This is an optimization exercise on Yosys and OpenROAD, whose aim is small area, a short achievable clock period and few clock cycles per item, not a production implementation. At most, simulation tests tie the RTL to the original design; equivalence was not proved. No activity file was given, so power comes from the tool's default toggle rates.

## old
## uniform_grid_derivative
module uniform_grid_derivative
(
    input  wire logic                       i_clk,
    input  wire logic                       i_rst_n,
    input  wire logic                       i_cfg_wr_en,
    input  wire logic [ugd_pkg::TOL_W-1:0]           i_cfg_wr_data,
    input  wire logic                       i_in_valid,
    output logic                            o_in_ready,
    input  wire logic signed [ugd_pkg::SAMPLE_W-1:0] i_voltage_sample,
    input  wire logic signed [ugd_pkg::SAMPLE_W-1:0] i_current_sample,
    input  wire logic                       i_sequence_end,
    output logic                            o_out_valid,
    input  wire logic                       i_out_ready,
    output logic signed [ugd_pkg::SAMPLE_W-1:0]      o_derivative,
    output logic [ugd_pkg::ERR_W-1:0]                o_error_code,
    output logic                            o_run_last
);
clock: 7.0 ns
lec_check: 0
cap_margin: 20
core_margin: 2
core_utilization: 60
setup_slack_margin: 2.5
slew_margin: 20
synth_hierarchical: 1
run.sh (not shown) runs the stock make flow with config.mk's settings and CLKGATE_MAP_FILE= SYNTH_SCRIPT=/design/flow/synth_recipe.tcl, a recipe that flattens the netlist after the stock synthesis.
Here is what was changed in the inputs of new compared with old.
-- flow/design.v --
<<< old, line 47
                    g[l+1][i] = g[l][i] | (p[l][i] & g[l][((i >> l) << l) - 1]);
                    p[l+1][i] = p[l][i] & p[l][((i >> l) << l) - 1];
                end else begin
                    g[l+1][i] = g[l][i];
                    p[l+1][i] = p[l][i];
                end
            end
        end
        for (int i = 1; i < M; i++) begin
            s[i-1] = p0[i] ^ g[L][i-1];
        end
    end
endmodule
module ugd_add_ks #(parameter int N = 35)
(
    input  wire logic [N-1:0] a,
    input  wire logic [N-1:0] b,
    input  wire logic         ci,
    output logic      [N-1:0] s
);
    localparam int M = N + 1;                
    localparam int L = $clog2(M);
    logic [M-1:0] g [0:L];
    logic [M-1:0] p [0:L];
    logic [M-1:0] p0;
    always_comb begin
        g[0] = {a & b, ci};
        p[0] = {a ^ b, 1'b0};
        p0   = p[0];
        for (int l = 0; l < L; l++) begin
            for (int i = 0; i < M; i++) begin
                if (i >= (1 << l)) begin
                    g[l+1][i] = g[l][i] | (p[l][i] & g[l][i - (1 << l)]);
                    p[l+1][i] = p[l][i] & p[l][i - (1 << l)];
                end else begin
                    g[l+1][i] = g[l][i];
>>> new, line 47
                    g[l+1][i] = g[l][i] | (p[l][i] & g[l][((i >> l) << l) - 1]);
                    p[l+1][i] = p[l][i] & p[l][((i >> l) << l) - 1];
                end else begin
                    g[l+1][i] = g[l][i];
<<< old, line 244
        cs_c[0] = r_sub;
    end
    ugd_add_ks #(.N(W)) u_t1 (.a({r_rem[W-2:0], r_q[31]}),          .b(dx),  .ci(r_sub), .s(t1));
    ugd_add #(.N(W)) u_ta (.a(base2), .b(dx),  .ci(r_sub), .s(ta));
    ugd_add #(.N(W)) u_tb (.a(cs_s), .b(cs_c), .ci(r_sub), .s(tb));
>>> new, line 212
        cs_c[0] = r_sub;
    end
    ugd_add #(.N(W)) u_t1 (.a({r_rem[W-2:0], r_q[31]}),          .b(dx),  .ci(r_sub), .s(t1));
    ugd_add #(.N(W)) u_ta (.a(base2), .b(dx),  .ci(r_sub), .s(ta));
    ugd_add #(.N(W)) u_tb (.a(cs_s), .b(cs_c), .ci(r_sub), .s(tb));
<<< old, line 265
        nsm = nz;
        for (int k = 1; k < 16; k = k * 2) nsm = nsm | (nsm >> k);
        for (int i = 0; i < W; i++) begin
            dsm[i] = nsm[i / 4 + 1];
            for (int j = i; j < 4 * (i / 4) + 4 && j < W; j++) dsm[i] = dsm[i] | dvm[j];
        end
    end
    assign skmask  = ~(dsm >> 10);           
>>> new, line 233
        nsm = nz;
        for (int k = 1; k < 16; k = k * 2) nsm = nsm | (nsm >> k);
        for (int i = 0; i < W; i++) dsm[i] = nsm[i / 4 + 1];
    end
    assign skmask  = ~(dsm >> 10);           
- Final weighted congestion of routability-driven global placement on new is down relative to old.
- new vs. old: share of final-layout standard cells stronger than drive strength 1 went up by 4.1 points.
- On new: HPWL after detailed placement is 2.8% lower than what old gave.
- Relative to old, relative contribution of the clock network to total power has increased by 4.3 points in new.
- new vs. old: post-synthesis instance total went down 7.5%, setup slack went down, final-stage net count down about 4.4%.
No run of this note included a check of the RTL's function; only the layout flow was run.

========
## west
Another version of the RTL of uniform_grid_derivative (not shown whole).
Size: about 270 flip-flops, about 120 I/O pins, roughly 22000 sq um of cells after synthesis.
Settings: LEC_CHECK=0, CAP_MARGIN=20, CORE_MARGIN=2, CORE_UTILIZATION=60, PLACE_DENSITY=0.75, SETUP_SLACK_MARGIN=2.5, SLEW_MARGIN=20, SYNTH_HIERARCHICAL=1; clock period 7.0 ns.
Both conditions hold for west: the flow ran to the end and the final layout passed the timing, design-rule and antenna checks.
Testbench counts of west, summed over its fixed seeds: cycles 39,783, items 3,235.
Input-level comparison between east and west:
--- a/flow/design.v
+++ b/flow/design.v
@@ -229,16 +229,13 @@
     assign dvp  = {1'b0, dvm};
     always_comb begin
         for (int k = 0; k < 9; k++) nz[k] = |dvp[4*k +: 4];
         nz[9] = 1'b0;
         nsm = nz;
         for (int k = 1; k < 16; k = k * 2) nsm = nsm | (nsm >> k);
-        for (int i = 0; i < W; i++) begin
-            dsm[i] = nsm[i / 4 + 1];
-            for (int j = i; j < 4 * (i / 4) + 4 && j < W; j++) dsm[i] = dsm[i] | dvm[j];
-        end
+        for (int i = 0; i < W; i++) dsm[i] = nsm[i / 4 + 1];
     end
     assign skmask  = ~(dsm >> 10);           
     assign skip_ok = r_lead && dsm[10] && (((r_rem ^ {W{r_rem[W-1]}}) & skmask) == '0);
     assign base    = {r_rem[W-9:0], r_q[31:24]};
     assign t_zero   = (t1 == '0);
     logic        exact, qneg, corr;
[summary]
west → east: number of distinct library cells after synthesis has decreased, die area fell about 2.3%, hold slack level, critical path depth rose 3.
Per the comparison of east with west, synthesized cell count lost about 2.4%, weighted congestion at the end of routability-driven global placement lost 2.0%.
For the combinational share of power, east came in 5.4 points higher than west did.
Summary of east over west: via count of the first global-routing pass fell by 65, via total after detailed routing fell 789.
west ended up with r_rem[31] as its end of the critical path; east ended up with r_q[28].
Setup slack ended up 59 ps higher on east than on west.
Function not checked in east: the RTL went through the layout flow alone.

## separate check: timing with driven ports
In the flow no input, the clock included, has a driving cell. The finished layouts below were timed again as built, in two steps. Step 1 (the two cells are an assumption about what drives the block):
set clk [get_ports {i_clk}]
set_driving_cell -lib_cell sky130_fd_sc_hd__clkbuf_16 $clk
set_driving_cell -lib_cell sky130_fd_sc_hd__buf_2 [delete_from_list [all_inputs] $clk]
Step 2 times the ports against the registers' clock, not the clock port: input delays grow and output delays shrink by t, the midpoint of the rising clock arrivals with the driver on. Slacks: no drivers / after step 1 / after step 2; pairs: no drivers / after step 1.
| run | t, ns | setup WS [ns] | hold slack, ns | worst setup path at the end | cell pins on the clock port's net |
|---|---|---|---|---|---|
| old | 0.649 | 2.472 / 2.472 / 1.922 | 0.446 / 0.446 / 0.446 | input to register | 1 |
| new | 0.587 | 2.391 / 2.391 / 1.927 | 0.442 / 0.442 / 0.442 | input to register | 1 |
| west | 0.599 | 2.284 / 2.284 / 1.878 | 0.450 / 0.450 / 0.450 | input to register | 1 |
| east | 0.643 | 2.343 / 2.343 / 1.902 | 0.448 / 0.448 / 0.448 | input to register | 1 |
After both steps every run listed still meets setup and hold. For old, which loses most, drivers alone change the setup slack by 0.000 ns; drivers and shift together by -0.550 ns.
